Background: an optimization exercise with open tools, aiming at small area, a short achievable clock period and few clock cycles per item. Do not read the settings as production practice. At most, simulation tests tie the RTL to the original design; equivalence was not proved. Only the layout flow was run in run 1; the RTL was not checked for function there.

==> flow/design.v, too long to show whole: its modules and the start of the top module <==
// module gemv_dot_pipe: 2647 lines
// module gemv_dot_fin: 851 lines
// module gemv_stream_engine: 118 lines
module gemv_stream_engine
#(
  parameter int unsigned SZ     = gemv_pkg::SZ_DEF,
  parameter int unsigned DW     = gemv_pkg::DW_DEF,
  parameter int unsigned N_ROWS = gemv_pkg::N_ROWS_DEF,
  parameter int unsigned AW     = gemv_pkg::gemv_aw(SZ, DW),
  localparam int unsigned IW    = (N_ROWS > 1) ? $clog2(N_ROWS) : 1
) (
  input  logic             clk,
  input  logic             rst_n,
  input  logic             start_i,
  input  logic             accum_i,
  input  logic [SZ*DW-1:0] w_i,
  input  logic             a_valid_i,
  output logic             a_ready_o,
  input  logic [SZ*DW-1:0] a_row_i,
  output logic             o_valid_o,
  input  logic             o_ready_i,
  output logic [DW-1:0]    o_data_o,
  output logic [IW-1:0]    o_idx_o,
  output logic             busy_o,
  output logic             done_o,
  output logic             ovf_o
);
  // ...
==> flow/flow/run.sh <==
#!/bin/bash
# The standard layout with two changes:
#  - the port buffers are buf_4 cells instead of the buffer_ports default (a
#    slow delay cell that the resizer cannot swap out);
#  - after the standard synthesis, inverters around full and half adders are
#    removed by flipping full adders' polarity and rebuilding half adders that
#    take inverted inputs (flow/invpush2.py); registers and all other cells are
#    left as the standard synthesis made them.
set -euo pipefail
export BUFFER_PORTS_ARGS="-buffer_cell sky130_fd_sc_hd__buf_4"
bash standard.sh synth > standard_synth.log 2>&1
NET=orfs/results/sky130hd/gemv_stream_engine/base/1_2_yosys.v
cp $NET yosys_netlist_orig.v
python3 flow/invpush2.py yosys_netlist_orig.v $NET > invpush.log 2>&1
bash standard.sh finish > standard_finish.log 2>&1
==> flow/flow/invpush2.py <==
#!/usr/bin/env python3
"""Remove inverters around full and half adders in a flat Yosys netlist.

A full adder is self-dual: FA(~a, ~b, ~c) = (~cout, ~sum). So each full adder
may be flipped: it then takes its inputs inverted and gives its outputs
inverted. A half adder whose two inputs are both inverted can be rebuilt as
xor2 + nor2 of the inverted inputs (the same area): (~a ^ ~b, ~(~a | ~b)).
Every inverter tree hanging off a signal is collapsed into at most one
inverter, and the flips are chosen (greedy descent plus annealing) to need as
few inverters as possible. Registers, ports and all other cells are kept.

usage: invpush2.py IN.v OUT.v
"""
import re, sys, random, math
from collections import defaultdict

src = open(sys.argv[1]).read()
m = re.search(r'^module .*?;\n', src, re.M | re.S)
head_end = m.end()
endm = src.rindex('endmodule')
body = src[head_end:endm]

cell_re = re.compile(r'^  (sky130_fd_sc_hd__\w+) (\\\S+ |\S+) \((.*?)\n  \);\n', re.M | re.S)
pin_re = re.compile(r'\.(\w+)\(((?:\\\S+ )|[^()]*)\)')

cells = {}
order = []
first = None
pos = 0
for cm in cell_re.finditer(body):
    if first is None:
        first = cm.start()
    assert first == cm.start() or not body[pos:cm.start()].strip(), body[pos:cm.start()][:200]
    typ, name, pins = cm.group(1), cm.group(2), cm.group(3)
    cells[name] = [typ, {p: n.strip() for p, n in pin_re.findall(pins)}]
    order.append(name)
    pos = cm.end()
pre = body[:first]
post = body[pos:]
assert not post.strip() or 'sky130' not in post
assert 'assign' not in pre + post, 'assign statements not handled'

ports = set()
for pm in re.finditer(r'^\s*(input|output|inout)\s+(\[(\d+):(\d+)\]\s+)?(\S+);', pre, re.M):
    nm = pm.group(5)
    if pm.group(2):
        hi, lo = int(pm.group(3)), int(pm.group(4))
        for b in range(min(hi, lo), max(hi, lo) + 1):
            ports.add(f'{nm}[{b}]')
    ports.add(nm)

OUTP = {'X', 'Y', 'Q', 'Q_N', 'SUM', 'COUT', 'HI', 'LO'}
is_inv = lambda t: re.match(r'sky130_fd_sc_hd__(clk)?inv_\d+$', t) is not None
is_fa = lambda t: re.match(r'sky130_fd_sc_hd__fa_\d+$', t) is not None
is_ha = lambda t: re.match(r'sky130_fd_sc_hd__ha_\d+$', t) is not None

drv = {}
loads = defaultdict(list)
for name, (typ, conns) in cells.items():
    for p, n in conns.items():
        if p in OUTP:
            drv[n] = (name, p)
        else:
            loads[n].append((name, p))

# Trace every non-inverter input pin back through inverters to its source.
src_of = {}          # (cell, pin) -> (source net, parity)
tree = defaultdict(list)   # source net -> [(cell, pin, parity)]
tree_invs = defaultdict(set)
fixed = set()
for name, (typ, conns) in cells.items():
    if is_inv(typ):
        continue
    for p, n in conns.items():
        if p in OUTP:
            continue
        par = 0
        invs = []
        net = n
        while net in drv and is_inv(cells[drv[net][0]][0]):
            invs.append(drv[net][0])
            if net in ports:
                break
            net = cells[drv[net][0]][1]['A']
            par ^= 1
        src_of[(name, p)] = (net, par)
        tree[net].append((name, p, par))
        tree_invs[net].update(invs)
# inverter trees that reach a port, or a constant source, are left alone
for name, (typ, conns) in cells.items():
    if is_inv(typ):
        y = conns['Y']
        net = y
        while net in drv and is_inv(cells[drv[net][0]][0]):
            if net in ports:
                # find its source
                s = net
                while s in drv and is_inv(cells[drv[s][0]][0]):
                    s = cells[drv[s][0]][1]['A']
                fixed.add(s)
                break
            net = cells[drv[net][0]][1]['A']
for s in list(tree):
    if s.startswith(("1'", "0'")) or s not in drv and s not in ports:
        fixed.add(s)
    if s in drv and is_inv(cells[drv[s][0]][0]):
        fixed.add(s)
    if s in ports and s not in drv:
        pass  # primary input: fine as a source
# inverters whose output feeds nothing tracked (dangling) keep their trees fixed
for name, (typ, conns) in cells.items():
    if is_inv(typ) and not loads[conns['Y']] and conns['Y'] not in ports:
        s = conns['A']
        while s in drv and is_inv(cells[drv[s][0]][0]):
            s = cells[drv[s][0]][1]['A']
        fixed.add(s)

fas = [n for n in order if is_fa(cells[n][0])]
has = [n for n in order if is_ha(cells[n][0])]
flip = {n: 0 for n in fas + has}


fa_drv = {s: drv[s][0] for s in tree if s in drv and is_fa(cells[drv[s][0]][0])}


def avail(s):
    d = fa_drv.get(s)
    return flip[d] if d else 0


def need(c, par):
    return par ^ (flip[c] if c in flip else 0)


def cost_src(s):
    if s in fixed:
        return 0
    a = avail(s)
    return 1 if any(need(c, par) ^ a for c, p, par in tree[s]) else 0


# sources touched by each flippable cell
touch = defaultdict(set)
for s, lst in tree.items():
    for c, p, par in lst:
        if c in flip:
            touch[c].add(s)
    if s in drv and drv[s][0] in flip and is_fa(cells[drv[s][0]][0]):
        touch[drv[s][0]].add(s)
for h in has:   # a half adder only flips when both inputs share a source polarity change
    pass


def ha_ok(h):
    return True


def orig_cost():
    n = 0
    for s in tree:
        if s not in fixed:
            n += len(tree_invs[s])
    return n


def total():
    return sum(cost_src(s) for s in tree)


def delta(c):
    ss = touch[c]
    before = sum(cost_src(s) for s in ss)
    flip[c] ^= 1
    after = sum(cost_src(s) for s in ss)
    flip[c] ^= 1
    return after - before


n_before = orig_cost()
cur = total()
random.seed(int(__import__("os").environ.get("IP_SEED", "1")))
cands = fas + has
best = cur
best_flip = dict(flip)
T = 1.0
for it in range(int(__import__("os").environ.get("IP_IT", "60"))):
    improved = False
    for c in cands:
        d = delta(c)
        if d < 0 or (d == 0 and random.random() < 0.3) or (d > 0 and random.random() < math.exp(-d / T)):
            flip[c] ^= 1
            cur += d
            if d < 0:
                improved = True
            if cur < best:
                best = cur
                best_flip = dict(flip)
    T *= 0.85
flip.update(best_flip)
# final greedy descent
changed = True
while changed:
    changed = False
    for c in cands:
        if delta(c) < 0:
            flip[c] ^= 1
            changed = True
cur = total()
print(f'invpush2: inverters in movable trees {n_before} -> {cur}; '
      f'flipped FA {sum(flip[c] for c in fas)}, HA {sum(flip[c] for c in has)}', file=sys.stderr)

# Rebuild.
for s, invs in tree_invs.items():
    if s in fixed:
        continue
    for i in invs:
        if i in cells:
            del cells[i]
order = [n for n in order if n in cells]
uid = [0]
new_wires = []


def fresh(prefix):
    uid[0] += 1
    n = f'_{prefix}{uid[0]}_'
    return n


new_invs = []
for s, lst in tree.items():
    if s in fixed:
        continue
    a = avail(s)
    inv_net = None
    for c, p, par in lst:
        if need(c, par) ^ a:
            if inv_net is None:
                inv_net = fresh('ipn')
                new_wires.append(inv_net)
                iname = fresh('ipinv')
                cells[iname] = ['sky130_fd_sc_hd__inv_1', {'A': s, 'Y': inv_net}]
                new_invs.append(iname)
                order.append(iname)
            cells[c][1][p] = inv_net
        else:
            cells[c][1][p] = s
# Half adders taking inverted inputs become xor2 + nor2.
for h in has:
    if flip[h]:
        typ, conns = cells[h]
        del cells[h]
        i = order.index(h)
        x = fresh('ipx')
        y = fresh('ipo')
        cells[x] = ['sky130_fd_sc_hd__xor2_1', {'A': conns['A'], 'B': conns['B'], 'X': conns['SUM']}]
        cells[y] = ['sky130_fd_sc_hd__nor2_1', {'A': conns['A'], 'B': conns['B'], 'Y': conns['COUT']}]
        order[i:i+1] = [x, y]

# inv_2 has the area of inv_1: use it for every inverter that drives more than one pin
nl = defaultdict(int)
for name, (typ, conns) in cells.items():
    for p, n in conns.items():
        if p not in OUTP:
            nl[n] += 1
for name, (typ, conns) in cells.items():
    if typ == 'sky130_fd_sc_hd__inv_1' and (nl[conns['Y']] > 1 or conns['Y'] in ports):
        cells[name][0] = 'sky130_fd_sc_hd__inv_2'

out = [src[:head_end], pre]
for w in new_wires:
    out.append(f'  wire {w};\n')
for name in order:
    typ, conns = cells[name]
    pins = ',\n'.join(f'    .{p}({n + " " if n.startswith(chr(92)) else n})' for p, n in conns.items())
    out.append(f'  {typ} {name} (\n{pins}\n  );\n')
out.append(post)
out.append(src[endm:])
open(sys.argv[2], 'w').write(''.join(out))
n_inv = sum(1 for t, _ in cells.values() if is_inv(t))
print(f'invpush2: inverter cells now {n_inv}', file=sys.stderr)
==> flow/standard.sh <==
#!/bin/bash
# synth_recipe.tcl (not shown) runs the flow's synth.tcl, then flattens the netlist and writes it again
# the make line also repeats each setting of config.mk as NAME=value (left out here)
make -C /OpenROAD-flow-scripts/flow DESIGN_CONFIG=/design/flow/config.mk WORK_HOME=/design/flow/orfs CLKGATE_MAP_FILE= SYNTH_SCRIPT=/design/flow/synth_recipe.tcl "${@:-finish}"
==> flow/config.mk <==
export PLATFORM = sky130hd
export DESIGN_NAME = gemv_stream_engine
export DESIGN_NICKNAME = gemv_stream_engine
export VERILOG_FILES = /design/flow/design.v
export SDC_FILE = /design/flow/constraint.sdc
export NUM_CORES = 4
export LEC_CHECK = 0
export ABC_AREA = 1
export CAP_MARGIN = 20
export CORE_MARGIN = 2
export CORE_UTILIZATION = 40
export SETUP_SLACK_MARGIN = 3.5
export SLEW_MARGIN = 20
==> flow/constraint.sdc <==
create_clock -name core_clock -period 9.0 [get_ports {clk}]
set_input_delay 1.8000 -clock core_clock [delete_from_list [all_inputs] [get_ports {clk}]]
set_output_delay 1.8000 -clock core_clock [all_outputs]
set_load 0.01 [all_outputs]
==> results.toml, run 1 <==
[floorplan]
die_h_um = 259.5
chipWidth_um = 259.5
start_util = 0.4051
dieArea_um2 = 67350

[global_routing]
grt_first_pass_wirelength_mm = 135.5
grt_pass1_vias = 20010
grt_max_degree = 84

[layout]
seq_cells = 222
drive_above_1_share = 0.1778
final-seq-area_um2 = 6616
multi_input_comb_cells = 1784
stdcell_count = 3444
mostFrequentLayoutCell = "xor2_1"

[timing]
tns_ns = 0
layout_min_cycle_time_ns = 5.475
holdWs_ns = 0.4175
finalSetupViolCount = 0
drv_slew = 0

[worst_setup_path]
crit_cells = 13
end_kind = "primary output"
crit_fanout = 7
cp_cell_sequence = "fa_2 > ha_4 > xor2_1 > nand4_1 > nor3_2 > nand3_1 > nor2_4 > and3_4 > buf_12 > clkbuf_16 > nand3_2 > nand2_2 > buf_4"
crit_required_ns = 7.20

[run_status]
status = "finished clean"

[worst_hold_path]
min_from = "acc_a_q[8]"
min_to = "acc_b_q[8]"

[synth]
synth_warnings = 1

[drt]
vias = 19650
m1WireLength_mm = 39.18
vias_per_cell = 5.705

[clocking]
cts-root-buf = "clkbuf_16"
cts_setup_buffers = 13
htreeDepth = 1

[placed_design]
placed_cell_area_um2 = 27780
io_buffers = 124
==> module gemv_dot_fin, before the edit <==
module gemv_dot_fin (
  input  logic [93:0] cs_i,
  output logic [34:0] v_o,
  output logic [15:0] sat_o,
  output logic clamp_o
);
  logic s794;
  logic c795;
  logic s796;
  logic c797;
  logic s798;
  logic c799;
  logic s800;
  logic c801;
  logic s802;
  logic c803;
  logic s804;
  logic c805;
  logic s806;
  logic c807;
  logic s808;
  logic c809;
  logic s810;
  logic c811;
  logic s812;
  logic c813;
  logic s814;
  logic c815;
  logic s816;
  logic c817;
  logic s818;
  logic c819;
  logic s820;
  logic c821;
  logic s822;
  logic c823;
  logic s824;
  logic c825;
  logic s826;
  logic c827;
  logic s828;
  logic c829;
  logic s830;
  logic c831;
  logic s832;
  logic c833;
  logic s834;
  logic c835;
  logic s836;
  logic c837;
  logic s838;
  logic c839;
  logic s840;
  logic c841;
  logic s842;
  logic c843;
  logic s844;
  logic c845;
  logic s846;
  logic c847;
  logic s848;
  logic c849;
  logic s850;
  logic c851;
  logic s852;
  logic c853;
  logic s854;
  logic c855;
  logic s856;
  logic c857;
  logic s858;
  logic c859;
  logic s860;
  logic c861;
  logic s862;
  logic h0;
  logic g0;
  logic t0;
  logic h1;
  logic g1;
  logic t1;
  logic h2;
  logic g2;
  logic t2;
  logic h3;
  logic g3;
  logic t3;
  logic h4;
  logic g4;
  logic t4;
  logic h5;
  logic g5;
  logic t5;
  logic h6;
  logic g6;
  logic t6;
  logic h7;
  logic g7;
  logic t7;
  logic h8;
  logic g8;
  logic t8;
  logic h9;
  logic g9;
  logic t9;
  logic h10;
  logic g10;
  logic t10;
  logic h11;
  logic g11;
  logic t11;
  logic h12;
  logic g12;
  logic t12;
  logic h13;
  logic g13;
  logic t13;
  logic h14;
  logic g14;
  logic t14;
  logic h15;
  logic g15;
  logic t15;
  logic h16;
  logic g16;
  logic t16;
  logic h17;
  logic g17;
  logic t17;
  logic h18;
  logic g18;
  logic t18;
  logic h19;
  logic g19;
  logic t19;
  logic h20;
  logic g20;
  logic t20;
  logic h21;
  logic g21;
  logic t21;
  logic h22;
  logic g22;
  logic t22;
  logic h23;
  logic g23;
  logic t23;
  logic h24;
  logic g24;
  logic t24;
  logic h25;
  logic g25;
  logic t25;
  logic h26;
  logic g26;
  logic t26;
  logic h27;
  logic g27;
  logic t27;
  logic h28;
  logic g28;
  logic t28;
  logic h29;
  logic g29;
  logic t29;
  logic h30;
  logic g30;
  logic t30;
  logic h31;
  logic g31;
  logic t31;
  logic h32;
  logic g32;
  logic t32;
  logic h33;
  logic g33;
  logic t33;
  logic h34;
  logic g34;
  logic t34;
  logic G0_1;
  logic P0_1;
  logic G0_2;
  logic P0_2;
  logic G2_3;
  logic P2_3;
  logic G0_3;
  logic P0_3;
  logic G0_4;
  logic P0_4;
  logic G4_5;
  logic P4_5;
  logic G0_5;
  logic P0_5;
  logic G4_6;
  logic P4_6;
  logic G0_6;
  logic P0_6;
  logic G6_7;
  logic P6_7;
  logic G4_7;
  logic P4_7;
  logic G0_7;
  logic P0_7;
  logic G0_8;
  logic P0_8;
  logic G8_9;
  logic P8_9;
  logic G0_9;
  logic P0_9;
  logic G8_10;
  logic P8_10;
  logic G0_10;
  logic P0_10;
  logic G10_11;
  logic P10_11;
  logic G8_11;
  logic P8_11;
  logic G0_11;
  logic P0_11;
  logic G8_12;
  logic P8_12;
  logic G0_12;
  logic P0_12;
  logic G12_13;
  logic P12_13;
  logic G8_13;
  logic P8_13;
  logic G0_13;
  logic P0_13;
  logic G12_14;
  logic P12_14;
  logic G8_14;
  logic P8_14;
  logic G0_14;
  logic P0_14;
  logic G15_16;
  logic P15_16;
  logic G17_18;
  logic P17_18;
  logic G15_18;
  logic P15_18;
  logic G19_20;
  logic P19_20;
  logic G21_22;
  logic P21_22;
  logic G19_22;
  logic P19_22;
  logic G15_22;
  logic P15_22;
  logic G23_24;
  logic P23_24;
  logic G25_26;
  logic P25_26;
  logic G23_26;
  logic P23_26;
  logic G27_28;
  logic P27_28;
  logic G29_30;
  logic P29_30;
  logic G27_30;
  logic P27_30;
  logic G23_30;
  logic P23_30;
  logic G15_30;
  logic P15_30;
  logic G31_32;
  logic P31_32;
  logic G31_33;
  logic P31_33;
  logic G15_33;
  logic P15_33;
  logic c34;
  logic [15:0] lo;
  logic sgn;
  logic all1;
  logic all0;
  logic zlow;
  logic c16;
  logic bg1_1;
  logic bp1_1;
  logic bg3_1;
  logic bp3_1;
  logic bg5_1;
  logic bp5_1;
  logic bg7_1;
  logic bp7_1;
  logic bg9_1;
  logic bp9_1;
  logic bg11_1;
  logic bp11_1;
  logic bg13_1;
  logic bp13_1;
  logic bg15_1;
  logic bp15_1;
  logic bg17_1;
  logic bp17_1;
  logic bg19_1;
  logic bp19_1;
  logic bg21_1;
  logic bp21_1;
  logic bg23_1;
  logic bp23_1;
  logic bg25_1;
  logic bp25_1;
  logic bg27_1;
  logic bp27_1;
  logic bg29_1;
  logic bp29_1;
  logic bg31_1;
  logic bp31_1;
  logic bg33_1;
  logic bp33_1;
  logic bg3_2;
  logic bp3_2;
  logic bg7_2;
  logic bp7_2;
  logic bg11_2;
  logic bp11_2;
  logic bg15_2;
  logic bp15_2;
  logic bg19_2;
  logic bp19_2;
  logic bg23_2;
  logic bp23_2;
  logic bg27_2;
  logic bp27_2;
  logic bg31_2;
  logic bp31_2;
  logic bg7_3;
  logic bp7_3;
  logic bg15_3;
  logic bp15_3;
  logic bg23_3;
  logic bp23_3;
  logic bg31_3;
  logic bp31_3;
  logic bg15_4;
  logic bp15_4;
  logic bg31_4;
  logic bp31_4;
  logic bg31_5;
  logic bp31_5;
  logic bg23_9;
  logic bp23_9;
  logic bg11_10;
  logic bp11_10;
  logic bg19_10;
  logic bp19_10;
  logic bg27_10;
  logic bp27_10;
  logic bg5_11;
  logic bp5_11;
  logic bg9_11;
  logic bp9_11;
  logic bg13_11;
  logic bp13_11;
  logic bg17_11;
  logic bp17_11;
  logic bg21_11;
  logic bp21_11;
  logic bg25_11;
  logic bp25_11;
  logic bg29_11;
  logic bp29_11;
  logic bg33_11;
  logic bp33_11;
  logic bg2_12;
  logic bp2_12;
  logic bg4_12;
  logic bp4_12;
  logic bg6_12;
  logic bp6_12;
  logic bg8_12;
  logic bp8_12;
  logic bg10_12;
  logic bp10_12;
  logic bg12_12;
  logic bp12_12;
  logic bg14_12;
  logic bp14_12;
  logic bg16_12;
  logic bp16_12;
  logic bg18_12;
  logic bp18_12;
  logic bg20_12;
  logic bp20_12;
  logic bg22_12;
  logic bp22_12;
  logic bg24_12;
  logic bp24_12;
  logic bg26_12;
  logic bp26_12;
  logic bg28_12;
  logic bp28_12;
  logic bg30_12;
  logic bp30_12;
  logic bg32_12;
  logic bp32_12;
  logic bg34_12;
  logic bp34_12;
  logic [34:0] u_full;
  assign s794 = cs_i[0] ^ cs_i[1];
  assign c795 = cs_i[0] & cs_i[1];
  assign s796 = cs_i[3] ^ cs_i[4] ^ cs_i[5];
  assign c797 = (cs_i[3] & cs_i[4]) | (cs_i[5] & (cs_i[3] ^ cs_i[4]));
  assign s798 = cs_i[6] ^ cs_i[7] ^ cs_i[8];
  assign c799 = (cs_i[6] & cs_i[7]) | (cs_i[8] & (cs_i[6] ^ cs_i[7]));
  assign s800 = cs_i[9] ^ cs_i[10] ^ cs_i[11];
  assign c801 = (cs_i[9] & cs_i[10]) | (cs_i[11] & (cs_i[9] ^ cs_i[10]));
  assign s802 = cs_i[12] ^ cs_i[13] ^ cs_i[14];
  assign c803 = (cs_i[12] & cs_i[13]) | (cs_i[14] & (cs_i[12] ^ cs_i[13]));
  assign s804 = cs_i[15] ^ cs_i[16] ^ cs_i[17];
  assign c805 = (cs_i[15] & cs_i[16]) | (cs_i[17] & (cs_i[15] ^ cs_i[16]));
  assign s806 = cs_i[18] ^ cs_i[19] ^ cs_i[20];
  assign c807 = (cs_i[18] & cs_i[19]) | (cs_i[20] & (cs_i[18] ^ cs_i[19]));
  assign s808 = cs_i[21] ^ cs_i[22] ^ cs_i[23];
  assign c809 = (cs_i[21] & cs_i[22]) | (cs_i[23] & (cs_i[21] ^ cs_i[22]));
  assign s810 = cs_i[24] ^ cs_i[25] ^ cs_i[26];
  assign c811 = (cs_i[24] & cs_i[25]) | (cs_i[26] & (cs_i[24] ^ cs_i[25]));
  assign s812 = cs_i[27] ^ cs_i[28] ^ cs_i[29];
  assign c813 = (cs_i[27] & cs_i[28]) | (cs_i[29] & (cs_i[27] ^ cs_i[28]));
  assign s814 = cs_i[30] ^ cs_i[31] ^ cs_i[32];
  assign c815 = (cs_i[30] & cs_i[31]) | (cs_i[32] & (cs_i[30] ^ cs_i[31]));
  assign s816 = cs_i[33] ^ cs_i[34] ^ cs_i[35];
  assign c817 = (cs_i[33] & cs_i[34]) | (cs_i[35] & (cs_i[33] ^ cs_i[34]));
  assign s818 = cs_i[36] ^ cs_i[37] ^ cs_i[38];
  assign c819 = (cs_i[36] & cs_i[37]) | (cs_i[38] & (cs_i[36] ^ cs_i[37]));
  assign s820 = cs_i[39] ^ cs_i[40] ^ cs_i[41];
  assign c821 = (cs_i[39] & cs_i[40]) | (cs_i[41] & (cs_i[39] ^ cs_i[40]));
  assign s822 = cs_i[42] ^ cs_i[43] ^ cs_i[44];
  assign c823 = (cs_i[42] & cs_i[43]) | (cs_i[44] & (cs_i[42] ^ cs_i[43]));
  assign s824 = cs_i[45] ^ cs_i[46] ^ cs_i[47];
  assign c825 = (cs_i[45] & cs_i[46]) | (cs_i[47] & (cs_i[45] ^ cs_i[46]));
  assign s826 = cs_i[48] ^ cs_i[49] ^ cs_i[50];
  assign c827 = (cs_i[48] & cs_i[49]) | (cs_i[50] & (cs_i[48] ^ cs_i[49]));
  assign s828 = cs_i[51] ^ cs_i[52] ^ cs_i[53];
  assign c829 = (cs_i[51] & cs_i[52]) | (cs_i[53] & (cs_i[51] ^ cs_i[52]));
  assign s830 = cs_i[54] ^ cs_i[55] ^ cs_i[56];
  assign c831 = (cs_i[54] & cs_i[55]) | (cs_i[56] & (cs_i[54] ^ cs_i[55]));
  assign s832 = cs_i[57] ^ cs_i[58] ^ cs_i[59];
  assign c833 = (cs_i[57] & cs_i[58]) | (cs_i[59] & (cs_i[57] ^ cs_i[58]));
  assign s834 = cs_i[60] ^ cs_i[61] ^ cs_i[62];
  assign c835 = (cs_i[60] & cs_i[61]) | (cs_i[62] & (cs_i[60] ^ cs_i[61]));
  assign s836 = cs_i[63] ^ cs_i[64] ^ cs_i[65];
  assign c837 = (cs_i[63] & cs_i[64]) | (cs_i[65] & (cs_i[63] ^ cs_i[64]));
  assign s838 = cs_i[66] ^ cs_i[67] ^ cs_i[68];
  assign c839 = (cs_i[66] & cs_i[67]) | (cs_i[68] & (cs_i[66] ^ cs_i[67]));
  assign s840 = cs_i[69] ^ cs_i[70] ^ cs_i[71];
  assign c841 = (cs_i[69] & cs_i[70]) | (cs_i[71] & (cs_i[69] ^ cs_i[70]));
  assign s842 = cs_i[72] ^ cs_i[73];
  assign c843 = cs_i[72] & cs_i[73];
  assign s844 = cs_i[74] ^ cs_i[75];
  assign c845 = cs_i[74] & cs_i[75];
  assign s846 = cs_i[76] ^ cs_i[77];
  assign c847 = cs_i[76] & cs_i[77];
  assign s848 = cs_i[78] ^ cs_i[79];
  assign c849 = cs_i[78] & cs_i[79];
  assign s850 = cs_i[80] ^ cs_i[81];
  assign c851 = cs_i[80] & cs_i[81];
  assign s852 = cs_i[82] ^ cs_i[83];
  assign c853 = cs_i[82] & cs_i[83];
  assign s854 = cs_i[84] ^ cs_i[85];
  assign c855 = cs_i[84] & cs_i[85];
  assign s856 = cs_i[86] ^ cs_i[87];
  assign c857 = cs_i[86] & cs_i[87];
  assign s858 = cs_i[88] ^ cs_i[89];
  assign c859 = cs_i[88] & cs_i[89];
  assign s860 = cs_i[90] ^ cs_i[91];
  assign c861 = cs_i[90] & cs_i[91];
  assign s862 = cs_i[92] ^ cs_i[93];
  assign h0 = cs_i[2] ^ s794;
  assign g0 = cs_i[2] & s794;
  assign t0 = cs_i[2] | s794;
  assign h1 = s796 ^ c795;
  assign g1 = s796 & c795;
  assign t1 = s796 | c795;
  assign h2 = s798 ^ c797;
  assign g2 = s798 & c797;
  assign t2 = s798 | c797;
  assign h3 = s800 ^ c799;
  assign g3 = s800 & c799;
  assign t3 = s800 | c799;
  assign h4 = s802 ^ c801;
  assign g4 = s802 & c801;
  assign t4 = s802 | c801;
  assign h5 = s804 ^ c803;
  assign g5 = s804 & c803;
  assign t5 = s804 | c803;
  assign h6 = s806 ^ c805;
  assign g6 = s806 & c805;
  assign t6 = s806 | c805;
  assign h7 = s808 ^ c807;
  assign g7 = s808 & c807;
  assign t7 = s808 | c807;
  assign h8 = s810 ^ c809;
  assign g8 = s810 & c809;
  assign t8 = s810 | c809;
  assign h9 = s812 ^ c811;
  assign g9 = s812 & c811;
  assign t9 = s812 | c811;
  assign h10 = s814 ^ c813;
  assign g10 = s814 & c813;
  assign t10 = s814 | c813;
  assign h11 = s816 ^ c815;
  assign g11 = s816 & c815;
  assign t11 = s816 | c815;
  assign h12 = s818 ^ c817;
  assign g12 = s818 & c817;
  assign t12 = s818 | c817;
  assign h13 = s820 ^ c819;
  assign g13 = s820 & c819;
  assign t13 = s820 | c819;
  assign h14 = s822 ^ c821;
  assign g14 = s822 & c821;
  assign t14 = s822 | c821;
  assign h15 = s824 ^ c823;
  assign g15 = s824 & c823;
  assign t15 = s824 | c823;
  assign h16 = s826 ^ c825;
  assign g16 = s826 & c825;
  assign t16 = s826 | c825;
  assign h17 = s828 ^ c827;
  assign g17 = s828 & c827;
  assign t17 = s828 | c827;
  assign h18 = s830 ^ c829;
  assign g18 = s830 & c829;
  assign t18 = s830 | c829;
  assign h19 = s832 ^ c831;
  assign g19 = s832 & c831;
  assign t19 = s832 | c831;
  assign h20 = s834 ^ c833;
  assign g20 = s834 & c833;
  assign t20 = s834 | c833;
  assign h21 = s836 ^ c835;
  assign g21 = s836 & c835;
  assign t21 = s836 | c835;
  assign h22 = s838 ^ c837;
  assign g22 = s838 & c837;
  assign t22 = s838 | c837;
  assign h23 = s840 ^ c839;
  assign g23 = s840 & c839;
  assign t23 = s840 | c839;
  assign h24 = s842 ^ c841;
  assign g24 = s842 & c841;
  assign t24 = s842 | c841;
  assign h25 = s844 ^ c843;
  assign g25 = s844 & c843;
  assign t25 = s844 | c843;
  assign h26 = s846 ^ c845;
  assign g26 = s846 & c845;
  assign t26 = s846 | c845;
  assign h27 = s848 ^ c847;
  assign g27 = s848 & c847;
  assign t27 = s848 | c847;
  assign h28 = s850 ^ c849;
  assign g28 = s850 & c849;
  assign t28 = s850 | c849;
  assign h29 = s852 ^ c851;
  assign g29 = s852 & c851;
  assign t29 = s852 | c851;
  assign h30 = s854 ^ c853;
  assign g30 = s854 & c853;
  assign t30 = s854 | c853;
  assign h31 = s856 ^ c855;
  assign g31 = s856 & c855;
  assign t31 = s856 | c855;
  assign h32 = s858 ^ c857;
  assign g32 = s858 & c857;
  assign t32 = s858 | c857;
  assign h33 = s860 ^ c859;
  assign g33 = s860 & c859;
  assign t33 = s860 | c859;
  assign h34 = s862 ^ c861;
  assign g34 = s862 & c861;
  assign t34 = s862 | c861;
  assign G0_1 = g1 | (t1 & g0);
  assign P0_1 = t1 & t0;
  assign G0_2 = g2 | (t2 & G0_1);
  assign P0_2 = t2 & P0_1;
  assign G2_3 = g3 | (t3 & g2);
  assign P2_3 = t3 & t2;
  assign G0_3 = G2_3 | (P2_3 & G0_1);
  assign P0_3 = P2_3 & P0_1;
  assign G0_4 = g4 | (t4 & G0_3);
  assign P0_4 = t4 & P0_3;
  assign G4_5 = g5 | (t5 & g4);
  assign P4_5 = t5 & t4;
  assign G0_5 = G4_5 | (P4_5 & G0_3);
  assign P0_5 = P4_5 & P0_3;
  assign G4_6 = g6 | (t6 & G4_5);
  assign P4_6 = t6 & P4_5;
  assign G0_6 = G4_6 | (P4_6 & G0_3);
  assign P0_6 = P4_6 & P0_3;
  assign G6_7 = g7 | (t7 & g6);
  assign P6_7 = t7 & t6;
  assign G4_7 = G6_7 | (P6_7 & G4_5);
  assign P4_7 = P6_7 & P4_5;
  assign G0_7 = G4_7 | (P4_7 & G0_3);
  assign P0_7 = P4_7 & P0_3;
  assign G0_8 = g8 | (t8 & G0_7);
  assign P0_8 = t8 & P0_7;
  assign G8_9 = g9 | (t9 & g8);
  assign P8_9 = t9 & t8;
  assign G0_9 = G8_9 | (P8_9 & G0_7);
  assign P0_9 = P8_9 & P0_7;
  assign G8_10 = g10 | (t10 & G8_9);
  assign P8_10 = t10 & P8_9;
  assign G0_10 = G8_10 | (P8_10 & G0_7);
  assign P0_10 = P8_10 & P0_7;
  assign G10_11 = g11 | (t11 & g10);
  assign P10_11 = t11 & t10;
  assign G8_11 = G10_11 | (P10_11 & G8_9);
  assign P8_11 = P10_11 & P8_9;
  assign G0_11 = G8_11 | (P8_11 & G0_7);
  assign P0_11 = P8_11 & P0_7;
  assign G8_12 = g12 | (t12 & G8_11);
  assign P8_12 = t12 & P8_11;
  assign G0_12 = G8_12 | (P8_12 & G0_7);
  assign P0_12 = P8_12 & P0_7;
  assign G12_13 = g13 | (t13 & g12);
  assign P12_13 = t13 & t12;
  assign G8_13 = G12_13 | (P12_13 & G8_11);
  assign P8_13 = P12_13 & P8_11;
  assign G0_13 = G8_13 | (P8_13 & G0_7);
  assign P0_13 = P8_13 & P0_7;
  assign G12_14 = g14 | (t14 & G12_13);
  assign P12_14 = t14 & P12_13;
  assign G8_14 = G12_14 | (P12_14 & G8_11);
  assign P8_14 = P12_14 & P8_11;
  assign G0_14 = G8_14 | (P8_14 & G0_7);
  assign P0_14 = P8_14 & P0_7;
  assign G15_16 = g16 | (t16 & g15);
  assign P15_16 = t16 & t15;
  assign G17_18 = g18 | (t18 & g17);
  assign P17_18 = t18 & t17;
  assign G15_18 = G17_18 | (P17_18 & G15_16);
  assign P15_18 = P17_18 & P15_16;
  assign G19_20 = g20 | (t20 & g19);
  assign P19_20 = t20 & t19;
  assign G21_22 = g22 | (t22 & g21);
  assign P21_22 = t22 & t21;
  assign G19_22 = G21_22 | (P21_22 & G19_20);
  assign P19_22 = P21_22 & P19_20;
  assign G15_22 = G19_22 | (P19_22 & G15_18);
  assign P15_22 = P19_22 & P15_18;
  assign G23_24 = g24 | (t24 & g23);
  assign P23_24 = t24 & t23;
  assign G25_26 = g26 | (t26 & g25);
  assign P25_26 = t26 & t25;
  assign G23_26 = G25_26 | (P25_26 & G23_24);
  assign P23_26 = P25_26 & P23_24;
  assign G27_28 = g28 | (t28 & g27);
  assign P27_28 = t28 & t27;
  assign G29_30 = g30 | (t30 & g29);
  assign P29_30 = t30 & t29;
  assign G27_30 = G29_30 | (P29_30 & G27_28);
  assign P27_30 = P29_30 & P27_28;
  assign G23_30 = G27_30 | (P27_30 & G23_26);
  assign P23_30 = P27_30 & P23_26;
  assign G15_30 = G23_30 | (P23_30 & G15_22);
  assign P15_30 = P23_30 & P15_22;
  assign G31_32 = g32 | (t32 & g31);
  assign P31_32 = t32 & t31;
  assign G31_33 = g33 | (t33 & G31_32);
  assign P31_33 = t33 & P31_32;
  assign G15_33 = G31_33 | (P31_33 & G15_30);
  assign P15_33 = P31_33 & P15_30;
  assign c34 = G15_33 | (P15_33 & G0_14);
  assign lo[0] = h0 ^ 1'b0;
  assign lo[1] = h1 ^ g0;
  assign lo[2] = h2 ^ G0_1;
  assign lo[3] = h3 ^ G0_2;
  assign lo[4] = h4 ^ G0_3;
  assign lo[5] = h5 ^ G0_4;
  assign lo[6] = h6 ^ G0_5;
  assign lo[7] = h7 ^ G0_6;
  assign lo[8] = h8 ^ G0_7;
  assign lo[9] = h9 ^ G0_8;
  assign lo[10] = h10 ^ G0_9;
  assign lo[11] = h11 ^ G0_10;
  assign lo[12] = h12 ^ G0_11;
  assign lo[13] = h13 ^ G0_12;
  assign lo[14] = h14 ^ G0_13;
  assign lo[15] = h15 ^ G0_14;
  assign c16 = lo[15] ? g15 : t15;
  assign zlow = ~(c16 ^ h16) & ~(t16 ^ h17) & ~(t17 ^ h18) & ~(t18 ^ h19) & ~(t19 ^ h20) & ~(t20 ^ h21) & ~(t21 ^ h22) & ~(t22 ^ h23) & ~(t23 ^ h24) & ~(t24 ^ h25) & ~(t25 ^ h26) & ~(t26 ^ h27) & ~(t27 ^ h28) & ~(t28 ^ h29) & ~(t29 ^ h30) & ~(t30 ^ h31) & ~(t31 ^ h32) & ~(t32 ^ h33);
  assign all0 = zlow & ~(t33 ^ h34);
  assign all1 = 1'b0;
  assign clamp_o = ~all0;
  assign sgn = (h34 ^ c34) & ~(zlow & ~lo[15]);
  assign sat_o = clamp_o ? {sgn, {15{~sgn}}} : {~lo[15], lo[14:0]};
  assign bg1_1 = g1 | (t1 & g0);
  assign bp1_1 = t1 & t0;
  assign bg3_1 = g3 | (t3 & g2);
  assign bp3_1 = t3 & t2;
  assign bg5_1 = g5 | (t5 & g4);
  assign bp5_1 = t5 & t4;
  assign bg7_1 = g7 | (t7 & g6);
  assign bp7_1 = t7 & t6;
  assign bg9_1 = g9 | (t9 & g8);
  assign bp9_1 = t9 & t8;
  assign bg11_1 = g11 | (t11 & g10);
  assign bp11_1 = t11 & t10;
  assign bg13_1 = g13 | (t13 & g12);
  assign bp13_1 = t13 & t12;
  assign bg15_1 = g15 | (t15 & g14);
  assign bp15_1 = t15 & t14;
  assign bg17_1 = g17 | (t17 & g16);
  assign bp17_1 = t17 & t16;
  assign bg19_1 = g19 | (t19 & g18);
  assign bp19_1 = t19 & t18;
  assign bg21_1 = g21 | (t21 & g20);
  assign bp21_1 = t21 & t20;
  assign bg23_1 = g23 | (t23 & g22);
  assign bp23_1 = t23 & t22;
  assign bg25_1 = g25 | (t25 & g24);
  assign bp25_1 = t25 & t24;
  assign bg27_1 = g27 | (t27 & g26);
  assign bp27_1 = t27 & t26;
  assign bg29_1 = g29 | (t29 & g28);
  assign bp29_1 = t29 & t28;
  assign bg31_1 = g31 | (t31 & g30);
  assign bp31_1 = t31 & t30;
  assign bg33_1 = g33 | (t33 & g32);
  assign bp33_1 = t33 & t32;
  assign bg3_2 = bg3_1 | (bp3_1 & bg1_1);
  assign bp3_2 = bp3_1 & bp1_1;
  assign bg7_2 = bg7_1 | (bp7_1 & bg5_1);
  assign bp7_2 = bp7_1 & bp5_1;
  assign bg11_2 = bg11_1 | (bp11_1 & bg9_1);
  assign bp11_2 = bp11_1 & bp9_1;
  assign bg15_2 = bg15_1 | (bp15_1 & bg13_1);
  assign bp15_2 = bp15_1 & bp13_1;
  assign bg19_2 = bg19_1 | (bp19_1 & bg17_1);
  assign bp19_2 = bp19_1 & bp17_1;
  assign bg23_2 = bg23_1 | (bp23_1 & bg21_1);
  assign bp23_2 = bp23_1 & bp21_1;
  assign bg27_2 = bg27_1 | (bp27_1 & bg25_1);
  assign bp27_2 = bp27_1 & bp25_1;
  assign bg31_2 = bg31_1 | (bp31_1 & bg29_1);
  assign bp31_2 = bp31_1 & bp29_1;
  assign bg7_3 = bg7_2 | (bp7_2 & bg3_2);
  assign bp7_3 = bp7_2 & bp3_2;
  assign bg15_3 = bg15_2 | (bp15_2 & bg11_2);
  assign bp15_3 = bp15_2 & bp11_2;
  assign bg23_3 = bg23_2 | (bp23_2 & bg19_2);
  assign bp23_3 = bp23_2 & bp19_2;
  assign bg31_3 = bg31_2 | (bp31_2 & bg27_2);
  assign bp31_3 = bp31_2 & bp27_2;
  assign bg15_4 = bg15_3 | (bp15_3 & bg7_3);
  assign bp15_4 = bp15_3 & bp7_3;
  assign bg31_4 = bg31_3 | (bp31_3 & bg23_3);
  assign bp31_4 = bp31_3 & bp23_3;
  assign bg31_5 = bg31_4 | (bp31_4 & bg15_4);
  assign bp31_5 = bp31_4 & bp15_4;
  assign bg23_9 = bg23_3 | (bp23_3 & bg15_4);
  assign bp23_9 = bp23_3 & bp15_4;
  assign bg11_10 = bg11_2 | (bp11_2 & bg7_3);
  assign bp11_10 = bp11_2 & bp7_3;
  assign bg19_10 = bg19_2 | (bp19_2 & bg15_4);
  assign bp19_10 = bp19_2 & bp15_4;
  assign bg27_10 = bg27_2 | (bp27_2 & bg23_9);
  assign bp27_10 = bp27_2 & bp23_9;
  assign bg5_11 = bg5_1 | (bp5_1 & bg3_2);
  assign bp5_11 = bp5_1 & bp3_2;
  assign bg9_11 = bg9_1 | (bp9_1 & bg7_3);
  assign bp9_11 = bp9_1 & bp7_3;
  assign bg13_11 = bg13_1 | (bp13_1 & bg11_10);
  assign bp13_11 = bp13_1 & bp11_10;
  assign bg17_11 = bg17_1 | (bp17_1 & bg15_4);
  assign bp17_11 = bp17_1 & bp15_4;
  assign bg21_11 = bg21_1 | (bp21_1 & bg19_10);
  assign bp21_11 = bp21_1 & bp19_10;
  assign bg25_11 = bg25_1 | (bp25_1 & bg23_9);
  assign bp25_11 = bp25_1 & bp23_9;
  assign bg29_11 = bg29_1 | (bp29_1 & bg27_10);
  assign bp29_11 = bp29_1 & bp27_10;
  assign bg33_11 = bg33_1 | (bp33_1 & bg31_5);
  assign bp33_11 = bp33_1 & bp31_5;
  assign bg2_12 = g2 | (t2 & bg1_1);
  assign bp2_12 = t2 & bp1_1;
  assign bg4_12 = g4 | (t4 & bg3_2);
  assign bp4_12 = t4 & bp3_2;
  assign bg6_12 = g6 | (t6 & bg5_11);
  assign bp6_12 = t6 & bp5_11;
  assign bg8_12 = g8 | (t8 & bg7_3);
  assign bp8_12 = t8 & bp7_3;
  assign bg10_12 = g10 | (t10 & bg9_11);
  assign bp10_12 = t10 & bp9_11;
  assign bg12_12 = g12 | (t12 & bg11_10);
  assign bp12_12 = t12 & bp11_10;
  assign bg14_12 = g14 | (t14 & bg13_11);
  assign bp14_12 = t14 & bp13_11;
  assign bg16_12 = g16 | (t16 & bg15_4);
  assign bp16_12 = t16 & bp15_4;
  assign bg18_12 = g18 | (t18 & bg17_11);
  assign bp18_12 = t18 & bp17_11;
  assign bg20_12 = g20 | (t20 & bg19_10);
  assign bp20_12 = t20 & bp19_10;
  assign bg22_12 = g22 | (t22 & bg21_11);
  assign bp22_12 = t22 & bp21_11;
  assign bg24_12 = g24 | (t24 & bg23_9);
  assign bp24_12 = t24 & bp23_9;
  assign bg26_12 = g26 | (t26 & bg25_11);
  assign bp26_12 = t26 & bp25_11;
  assign bg28_12 = g28 | (t28 & bg27_10);
  assign bp28_12 = t28 & bp27_10;
  assign bg30_12 = g30 | (t30 & bg29_11);
  assign bp30_12 = t30 & bp29_11;
  assign bg32_12 = g32 | (t32 & bg31_5);
  assign bp32_12 = t32 & bp31_5;
  assign bg34_12 = g34 | (t34 & bg33_11);
  assign bp34_12 = t34 & bp33_11;
  assign u_full[0] = h0;
  assign u_full[1] = h1 ^ g0;
  assign u_full[2] = h2 ^ bg1_1;
  assign u_full[3] = h3 ^ bg2_12;
  assign u_full[4] = h4 ^ bg3_2;
  assign u_full[5] = h5 ^ bg4_12;
  assign u_full[6] = h6 ^ bg5_11;
  assign u_full[7] = h7 ^ bg6_12;
  assign u_full[8] = h8 ^ bg7_3;
  assign u_full[9] = h9 ^ bg8_12;
  assign u_full[10] = h10 ^ bg9_11;
  assign u_full[11] = h11 ^ bg10_12;
  assign u_full[12] = h12 ^ bg11_10;
  assign u_full[13] = h13 ^ bg12_12;
  assign u_full[14] = h14 ^ bg13_11;
  assign u_full[15] = h15 ^ bg14_12;
  assign u_full[16] = h16 ^ bg15_4;
  assign u_full[17] = h17 ^ bg16_12;
  assign u_full[18] = h18 ^ bg17_11;
  assign u_full[19] = h19 ^ bg18_12;
  assign u_full[20] = h20 ^ bg19_10;
  assign u_full[21] = h21 ^ bg20_12;
  assign u_full[22] = h22 ^ bg21_11;
  assign u_full[23] = h23 ^ bg22_12;
  assign u_full[24] = h24 ^ bg23_9;
  assign u_full[25] = h25 ^ bg24_12;
  assign u_full[26] = h26 ^ bg25_11;
  assign u_full[27] = h27 ^ bg26_12;
  assign u_full[28] = h28 ^ bg27_10;
  assign u_full[29] = h29 ^ bg28_12;
  assign u_full[30] = h30 ^ bg29_11;
  assign u_full[31] = h31 ^ bg30_12;
  assign u_full[32] = h32 ^ bg31_5;
  assign u_full[33] = h33 ^ bg32_12;
  assign u_full[34] = h34 ^ bg33_11;
  assign v_o = u_full - 35'd32768;
endmodule
==> module gemv_stream_engine, before the edit <==
module gemv_stream_engine
#(
  parameter int unsigned SZ     = gemv_pkg::SZ_DEF,
  parameter int unsigned DW     = gemv_pkg::DW_DEF,
  parameter int unsigned N_ROWS = gemv_pkg::N_ROWS_DEF,
  parameter int unsigned AW     = gemv_pkg::gemv_aw(SZ, DW),
  localparam int unsigned IW    = (N_ROWS > 1) ? $clog2(N_ROWS) : 1
) (
  input  logic             clk,
  input  logic             rst_n,
  input  logic             start_i,
  input  logic             accum_i,
  input  logic [SZ*DW-1:0] w_i,
  input  logic             a_valid_i,
  output logic             a_ready_o,
  input  logic [SZ*DW-1:0] a_row_i,
  output logic             o_valid_o,
  input  logic             o_ready_i,
  output logic [DW-1:0]    o_data_o,
  output logic [IW-1:0]    o_idx_o,
  output logic             busy_o,
  output logic             done_o,
  output logic             ovf_o
);
  localparam int unsigned CW = $clog2(N_ROWS) + 1;
  logic             busy_q;
  logic [CW-1:0]    in_cnt_q;      
  logic             pend_q;        
  logic             accum_q;
  logic             ovf_q;
  logic             vld_m_q;       
  logic             vld_a_q;
  logic             vld_b_q;
  logic [SZ*DW-1:0] w_q;
  logic [gemv_pkg::MID_W-1:0] mid_q;
  logic [AW-1:0]    acc_a_q;
  logic [AW-1:0]    acc_b_q;
  logic             start_c;
  logic             accept_c;
  logic             out_hs_c;
  logic             last_c;
  logic [AW-1:0]    acc_add_c;
  logic [gemv_pkg::MID_W-1:0] cs_c;
  logic [AW-1:0]    v_c;
  logic [DW-1:0]    sat_c;
  logic             clamp_c;
  assign start_c   = start_i && !busy_q;
  assign out_hs_c  = pend_q && o_ready_i;
  assign a_ready_o = busy_q && (in_cnt_q != CW'(N_ROWS)) && (!pend_q || o_ready_i);
  assign accept_c  = a_valid_i && a_ready_o;
  assign last_c    = out_hs_c && (in_cnt_q == CW'(N_ROWS));
  assign acc_add_c = (accum_q && vld_b_q) ? acc_b_q : '0;
  gemv_dot_pipe u_dot (
    .w_i       (w_q),
    .row_i     (a_row_i),
    .acc_add_i (acc_add_c),
    .cs_o      (cs_c)
  );
  gemv_dot_fin u_fin (
    .cs_i    (mid_q),
    .v_o     (v_c),
    .sat_o   (sat_c),
    .clamp_o (clamp_c)
  );
  assign busy_o    = busy_q;
  assign o_valid_o = pend_q;
  assign o_data_o  = sat_c;
  assign o_idx_o   = IW'(in_cnt_q - CW'(1));
  assign done_o    = last_c;
  assign ovf_o     = ovf_q || (pend_q && clamp_c);
  always_ff @(posedge clk or negedge rst_n) begin
    if (!rst_n) begin
      busy_q   <= 1'b0;
      in_cnt_q <= '0;
      pend_q   <= 1'b0;
      accum_q  <= 1'b0;
      ovf_q    <= 1'b0;
      vld_m_q  <= 1'b0;
      vld_a_q  <= 1'b0;
      vld_b_q  <= 1'b0;
    end else begin
      if (start_c) begin
        busy_q   <= 1'b1;
        in_cnt_q <= '0;
        accum_q  <= accum_i;
        ovf_q    <= 1'b0;
      end else begin
        if (last_c) begin
          busy_q <= 1'b0;
        end
        if (accept_c) begin
          in_cnt_q <= in_cnt_q + CW'(1);
        end
        if (out_hs_c && clamp_c) begin
          ovf_q <= 1'b1;
        end
      end
      if (accept_c) begin
        pend_q  <= 1'b1;
        vld_m_q <= 1'b1;
        vld_a_q <= vld_m_q;
        vld_b_q <= vld_a_q;
      end else if (out_hs_c) begin
        pend_q <= 1'b0;
      end
    end
  end
  always_ff @(posedge clk) begin
    if (start_c) begin
      w_q <= w_i;
    end
    if (accept_c) begin
      mid_q   <= cs_c;
      acc_a_q <= v_c;
      acc_b_q <= acc_a_q;
    end
  end
endmodule
==> inputs of run 2 (changes only) <==
--- a/flow/design.v
+++ b/flow/design.v
@@ -20,16 +20,17 @@
       sat_to_dw = v;
     end
   endfunction
 endpackage
 module gemv_dot_pipe (
   input  logic [47:0] w_i,
   input  logic [47:0] row_i,
   input  logic [34:0] acc_add_i,
+  input  logic acc_off_i,
   output logic [93:0] cs_o
 );
   logic one_0_0;
   logic two_0_0;
   logic neg_0_0;
   logic pp_0_0_0;
   logic pp_0_0_1;
   logic pp_0_0_2;
@@ -1811,18 +1812,18 @@
   assign s29 = pp_0_5_4 ^ pp_0_6_2 ^ pp_0_7_0;
   assign c30 = (pp_0_5_4 & pp_0_6_2) | (pp_0_7_0 & (pp_0_5_4 ^ pp_0_6_2));
   assign s31 = pp_1_0_14 ^ pp_1_1_12 ^ pp_1_2_10;
   assign c32 = (pp_1_0_14 & pp_1_1_12) | (pp_1_2_10 & (pp_1_0_14 ^ pp_1_1_12));
   assign s33 = pp_1_3_8 ^ pp_1_4_6 ^ pp_1_5_4;
   assign c34 = (pp_1_3_8 & pp_1_4_6) | (pp_1_5_4 & (pp_1_3_8 ^ pp_1_4_6));
   assign s35 = pp_1_6_2 ^ pp_1_7_0;
   assign c36 = pp_1_6_2 & pp_1_7_0;
-  assign s37 = 1'b1 ^ acc_add_i[15] ^ pp_0_0_15;
-  assign c38 = (1'b1 & acc_add_i[15]) | (pp_0_0_15 & (1'b1 ^ acc_add_i[15]));
+  assign s37 = acc_add_i[15] ^ acc_off_i ^ pp_0_0_15;
+  assign c38 = (acc_add_i[15] & acc_off_i) | (pp_0_0_15 & (acc_add_i[15] ^ acc_off_i));
   assign s39 = pp_0_1_13 ^ pp_0_2_11 ^ pp_0_3_9;
   assign c40 = (pp_0_1_13 & pp_0_2_11) | (pp_0_3_9 & (pp_0_1_13 ^ pp_0_2_11));
   assign s41 = pp_0_4_7 ^ pp_0_5_5 ^ pp_0_6_3;
   assign c42 = (pp_0_4_7 & pp_0_5_5) | (pp_0_6_3 & (pp_0_4_7 ^ pp_0_5_5));
   assign s43 = pp_0_7_1 ^ pp_1_0_15 ^ pp_1_1_13;
   assign c44 = (pp_0_7_1 & pp_1_0_15) | (pp_1_1_13 & (pp_0_7_1 ^ pp_1_0_15));
   assign s45 = pp_1_2_11 ^ pp_1_3_9 ^ pp_1_4_7;
   assign c46 = (pp_1_2_11 & pp_1_3_9) | (pp_1_4_7 & (pp_1_2_11 ^ pp_1_3_9));
@@ -3512,17 +3513,17 @@
   assign u_full[27] = h27 ^ bg26_12;
   assign u_full[28] = h28 ^ bg27_10;
   assign u_full[29] = h29 ^ bg28_12;
   assign u_full[30] = h30 ^ bg29_11;
   assign u_full[31] = h31 ^ bg30_12;
   assign u_full[32] = h32 ^ bg31_5;
   assign u_full[33] = h33 ^ bg32_12;
   assign u_full[34] = h34 ^ bg33_11;
-  assign v_o = u_full - 35'd32768;
+  assign v_o = u_full;
 endmodule
 module gemv_stream_engine
 #(
   parameter int unsigned SZ     = gemv_pkg::SZ_DEF,
   parameter int unsigned DW     = gemv_pkg::DW_DEF,
   parameter int unsigned N_ROWS = gemv_pkg::N_ROWS_DEF,
   parameter int unsigned AW     = gemv_pkg::gemv_aw(SZ, DW),
   localparam int unsigned IW    = (N_ROWS > 1) ? $clog2(N_ROWS) : 1
@@ -3555,31 +3556,34 @@
   logic [SZ*DW-1:0] w_q;
   logic [gemv_pkg::MID_W-1:0] mid_q;
   logic [AW-1:0]    acc_a_q;
   logic [AW-1:0]    acc_b_q;
   logic             start_c;
   logic             accept_c;
   logic             out_hs_c;
   logic             last_c;
+  logic             acc_on_c;
   logic [AW-1:0]    acc_add_c;
   logic [gemv_pkg::MID_W-1:0] cs_c;
   logic [AW-1:0]    v_c;
   logic [DW-1:0]    sat_c;
   logic             clamp_c;
   assign start_c   = start_i && !busy_q;
   assign out_hs_c  = pend_q && o_ready_i;
   assign a_ready_o = busy_q && (in_cnt_q != CW'(N_ROWS)) && (!pend_q || o_ready_i);
   assign accept_c  = a_valid_i && a_ready_o;
   assign last_c    = out_hs_c && (in_cnt_q == CW'(N_ROWS));
-  assign acc_add_c = (accum_q && vld_b_q) ? acc_b_q : '0;
+  assign acc_on_c  = accum_q && vld_b_q;
+  assign acc_add_c = acc_on_c ? acc_b_q : '0;
   gemv_dot_pipe u_dot (
     .w_i       (w_q),
     .row_i     (a_row_i),
     .acc_add_i (acc_add_c),
+    .acc_off_i (!acc_on_c),
     .cs_o      (cs_c)
   );
   gemv_dot_fin u_fin (
     .cs_i    (mid_q),
     .v_o     (v_c),
     .sat_o   (sat_c),
     .clamp_o (clamp_c)
   );
==> results.toml, run 2 <==
[run]
cap_viol_max_count = 0

[drt]
vias = 19020
vias_per_cell = 5.717
m1WireLength_mm = 38.07
drt_iter0_markers = 2437
routedWlPerCell_um = 26.78
wl_met2_mm = 39.88
wl_mm = 89.09
drt-pass1-iter-count = 7
antenna_left = 0
drc_errors = 0
met3WireLength_mm = 8.709
topRoutingLayerUsed = "met4"

[layout]
fillers = 5919
final_cell_mix = "fa_1 (408), xor2_1 (396), o22ai_1 (358)"
largest_reg_flops = 94
multiInputGateArea_um2 = 17390
finalNetCount = 3041
final-seq-area_um2 = 6616
regMostFlops = "mid_q"
area_growth_pct = 11.26
reg_top3 = "mid_q (94), w_q (48)"
fin_util = 0.4505
drive_above_1_share = 0.1609
mostFrequentLayoutCell = "fa_1"

[worst_setup_path]
rrSetupSlack_ns = 3.68
r2r-end = "mid_q[56]"
crit_required_ns = 7.20
cp.arrival_ns = 3.58
start_kind = "flop"
reg2reg_depth = 10
crit_type = "reg -> out"
end_kind = "primary output"
crit_fanout = 8
reg2reg_from = "w_q[27]"

[synth]
syn_area_per_cell_um2 = 10.71
syn_nets = 2969
synth_warnings = 1
synthesis.area_um2 = 25590
netlist_instances = 2388

[clocking]
htreeDepth = 1
clk_latency_ns = 0.59
clockBufferDepth = 3
clk_pin_slew_ns = 0.06
cts_tree = "yes"
ctsHoldBuffers = 0
cts-root-buf = "clkbuf_16"
clkSinkCount = 222
cts_buffers = 27

[placed_design]
io_buffers = 124
dp_hpwl_mm = 69.63
place_ws_ns = 3.077
place.gp.congestion = 0.9719

[worst_hold_path]
min_to = "acc_b_q[21]"
min_from = "acc_a_q[21]"
min_path_type = "reg -> reg"
holdPathStages = 0

[timing]
layout_min_cycle_time_ns = 5.381
tns_ns = 0
final.setup_skew_ns = 0.02491
holdWs_ns = 0.4176
drv_slew = 0
fmax_ghz = 0.1858
relSlewSlack = 0.3323
fin_ws_ns = 3.619
rsz0062_at_grt = "true"
finalSetupViolCount = 0
final-hold-violation-count = 0
fin_crit_sh = 0.5979
worstMarginPinSlew_ns = 1.002

[floorplan]
start_util = 0.4049
die_h_um = 256.9
io_pins = 125
placeableCoreArea_um2 = 63200
dieArea_um2 = 66010
chipWidth_um = 256.9
core.rowCount = 92

[run_status]
status = "finished clean"

[global_routing]
grt_pass1_vias = 19050
antenna_found_initial = 0
grt_first_pass_wirelength_mm = 130.4
grt.total_usage = 0.2693
grt_max_degree = 95
grt_overflow = 0
[run 2: worst max-delay path by stage]
stage	from	endpoint	slack (ns)
final	mid_q[1]	o_data_o[2]	3.62
after global routing	w_q[27]	mid_q[56]	3.48
after CTS	w_q[45]	mid_q[50]	3.52
after detailed placement	a_row_i[30]	mid_q[53]	3.08
after global placement	a_row_i[30]	mid_q[53]	3.10
after floorplan	a_row_i[8]	mid_q[56]	3.49
[run 2: stage by stage]
stage,cell area [µm²],instances
6_report,28470,3327
5_1_grt,28460,3326
4_1_cts,28180,3300
3_5_place_dp,27240,3247
3_3_place_gp,27230,3247
2_1_floorplan,25610,2388
[run 2: metal layers]
metal / global-route usage / vias up
li1: - / 8109
met1: 0.3975 / 9722
met2: 0.4106 / 1048
met3: 0.05053 / 143
met4: 0.06395 / 0
met5: 0 / -
[run 2: area by class of cell]
type / count / area share
Sequential cell: 222 / 0.2324
Clock inverter: 17 / 0.005098
Inverter: 299 / 0.03960
Multi-Input combinational cell: 1724 / 0.6108
Clock buffer: 32 / 0.02439
Tap cell: 846 / 0.03718
Antenna cell: 1 / 0.00008790
Timing Repair Buffer: 186 / 0.05037
[run 2: critical path: stages, from the launching register on]
cell and delay [ns]:
edfxtp_1 0.40, ha_1 0.29, ha_1 0.21, fa_2 0.42, nand2_1 0.12, nand2_4 0.09
nand2_4 0.09, nand2_4 0.08, nand2_8 0.12, nand2_4 0.09, nand2_2 0.08, nand3_2 0.12
nand2_2 0.09, nand2_2 0.08, nand4_1 0.13, nand2_4 0.16, nand2_8 0.16, nand2_1 0.08
buf_4 0.14
[run 2: what timing repair did]
action                                  4_1_cts  5_1_grt
hold endpoints to repair                      0        0
setup buffers                                 3       26
cloned                                        1        0
endpoints found under the setup margin       16       29
pin swaps                                     1       11
resized for setup                            10       17
Testbench counts of run 2, summed over its fixed seeds: cycles 16,000, items 9,600.
==> inputs of run 3 (changes only) <==
==> flow/flow/run.sh (replaced) <==
#!/bin/bash
# The standard layout with these changes:
#  - the port buffers start as buf_1 cells instead of the buffer_ports default
#    (a slow delay cell that the resizer cannot swap out), and the resizer may
#    swap any cell for one of another footprint, so it can upsize the port
#    buffers (and other cells) where timing needs it;
#  - after the standard synthesis, inverters around full and half adders are
#    removed by flipping full adders' polarity and rebuilding half adders that
#    take inverted inputs (flow/invpush2.py); registers and all other cells are
#    left as the standard synthesis made them.
set -euo pipefail
export BUFFER_PORTS_ARGS="-buffer_cell sky130_fd_sc_hd__buf_1"
bash standard.sh synth > standard_synth.log 2>&1
NET=orfs/results/sky130hd/gemv_stream_engine/base/1_2_yosys.v
cp $NET yosys_netlist_orig.v
python3 flow/invpush2.py yosys_netlist_orig.v $NET > invpush.log 2>&1
bash standard.sh MATCH_CELL_FOOTPRINT=0 finish > standard_finish.log 2>&1
==> results.toml, run 3 <==
[run_status]
status = "finished clean"

[drt]
met3WireLength_mm = 9.582
drt-pass1-iter-count = 5
wl_mm = 88.41
vias_per_cell = 5.736
wl_met2_mm = 39.08
vias = 19090
m1WireLength_mm = 36.32
antenna_left = 0
drc_errors = 0
drt_iter0_markers = 2133
topRoutingLayerUsed = "met4"
routedWlPerCell_um = 26.56

[worst_setup_path]
slowest_delay_ns = 0.63
start_kind = "flop"
worst-path-buf-inv = 1
crit_required_ns = 7.20
crit_fanout = 8
cp.arrival_ns = 3.66
end_kind = "primary output"
cp_top_family = "simple AND/OR/NAND/NOR gates"
cp_common_cell = "nand4_1"
crit_slowest_cell = "fa_2"
crit_type = "reg -> out"
cp_cell_sequence = "fa_2 > ha_4 > xnor2_1 > nor2_1 > nand2_1 > nor3_2 > nand4_1 > nor2_4 > nand4_1 > nand2_4 > nand2_8 > nand2_2 > clkbuf_2"

[timing]
layout_min_cycle_time_ns = 5.463
tns_ns = 0
fin_crit_sh = 0.6070
rsz0062_at_grt = "true"
final.setup_skew_ns = 0.02208
drv_slew = 0
relSlewSlack = 0.2533
fmax_ghz = 0.1831
finalSetupViolCount = 0
holdWs_ns = 0.4086
final-hold-violation-count = 0
worstMarginPinSlew_ns = 1.113

[placed_design]
placed_cell_area_um2 = 26740
dp_hpwl_mm = 68.76
dp_cells = 3242
io_buffers = 124
place.gp.congestion = 0.9758

[layout]
largest_reg_flops = 94
drive_above_1_share = 0.1225
reg_top3 = "mid_q (94), w_q (48)"
finalNetCount = 3041
stdcell_count = 3329
design_area_um2 = 28200
area_growth_pct = 10.22
regMostFlops = "mid_q"
mostFrequentLayoutCell = "fa_1"
final_cell_mix = "fa_1 (407), xor2_1 (396), o22ai_1 (358)"

[synth]
synth_warnings = 1
synthesis.area_um2 = 25590
netlist_instances = 2388
syn_nets = 2969
syn_area_per_cell_um2 = 10.71

[floorplan]
dieArea_um2 = 66010
die_h_um = 256.9
placeableCoreArea_um2 = 63200
core.rowCount = 92
chipWidth_um = 256.9
start_util = 0.4049
io_pins = 125

[clocking]
clockBufferDepth = 3
clkSinkCount = 222
htreeDepth = 1
cts-root-buf = "clkbuf_16"
cts_tree = "yes"
clk_pin_slew_ns = 0.07
cts_buffers = 28
clk_latency_ns = 0.61
ctsHoldBuffers = 0

[global_routing]
grt_pass1_vias = 19520
grt_first_pass_wirelength_mm = 130.1
grt_max_degree = 91
grt.total_usage = 0.2669
antenna_found_initial = 2
grt_overflow = 0

[run]
cap_viol_max_count = 0

[worst_hold_path]
min_path_type = "reg -> reg"
==> run 3: what timing repair did <==
action,4_1_cts,5_1_grt
gates cloned,0,1
resized for setup,14,55
pin swaps,2,19
hold endpoints to repair,0,0
setup buffers,4,29
setup endpoints to repair,35,32
==> run 3: cell type report <==
cell class	count	area [µm²]
Inverter	299	1127
Clock buffer	32	715.7
Sequential cell	222	6616
Fill cell	5883	34990
Multi-Input combinational cell	1724	17470
Timing Repair Buffer	185	1010
Tap cell	846	1059
Clock inverter	19	202.7
Antenna cell	2	5.005
==> run 3: worst paths after layout <==
path	start	to	slack [ns]	depth (start not counted)
worst max-delay path	mid_q[55]	o_data_o[7]	3.54	13
worst min-delay path	acc_a_q[33]	acc_b_q[33]	0.41	0
worst max register to register	w_q[45]	mid_q[50]	3.60	9
worst min register to register	acc_a_q[33]	acc_b_q[33]	0.41	0
max in group asynchronous	rst_n	vld_b_q	7.49	1
min in group asynchronous	rst_n	busy_q	1.15	1
==> run 3: worst register-to-register path, stage by stage, from the launching register on <==
cell and delay, ns:
edfxtp_1 0.93, nor2_1 0.22, o21ai_1 0.91, o22ai_1 0.19, xor2_1 0.21, fa_1 0.49
fa_1 0.67, fa_1 0.50, fa_1 0.46, fa_1 0.53
==> run 3: layer usage <==
metal | global-route usage | vias to the layer above
met3 | 0.06383 | 177
met2 | 0.4042 | 1111
met5 | 0 | -
met1 | 0.3820 | 9674
met4 | 0.07623 | 0
li1 | - | 8132
==> run 3: metrics by stage <==
step	utilization	worst slack (ns)
after floorplan	-	3.486
after global placement	0.4230	2.998
after detailed placement	0.4231	2.965
after CTS	0.4392	3.508
after global routing	0.4463	3.393
final	0.4463	3.537

==> static timing again, ports no longer ideal <==
Ports are ideal in the flow. The routed layouts listed here were re-timed in OpenROAD. Step 1 assumes that a clkbuf_16 drives the clock port and a buf_2 every other input. Step 2 adds t to the input delays and takes it off the output delays; t is the mean of the earliest and latest rising clock arrival at the registers after step 1. Input paths then give back, and output paths get back, about the clock's delay inside the block. Slacks: ideal / step 1 / step 2; pairs: ideal / step 1.
run	t (ns)	setup WS [ns]	latest minus earliest clock arrival (ns)	worst slew at a driven data input, ns	cell pins on the clock port's net
run 1	0.647	3.525 / 3.466 / 3.024	0.024 / 0.024	0.08	1
run 2	0.635	3.619 / 3.562 / 3.025	0.025 / 0.025	0.07	1
run 3	0.656	3.537 / 3.477 / 3.039	0.022 / 0.022	0.07	1
After both steps every run listed still meets setup and hold. For run 2, which loses most, drivers alone change the setup slack by -0.057 ns; drivers and shift together by -0.594 ns.
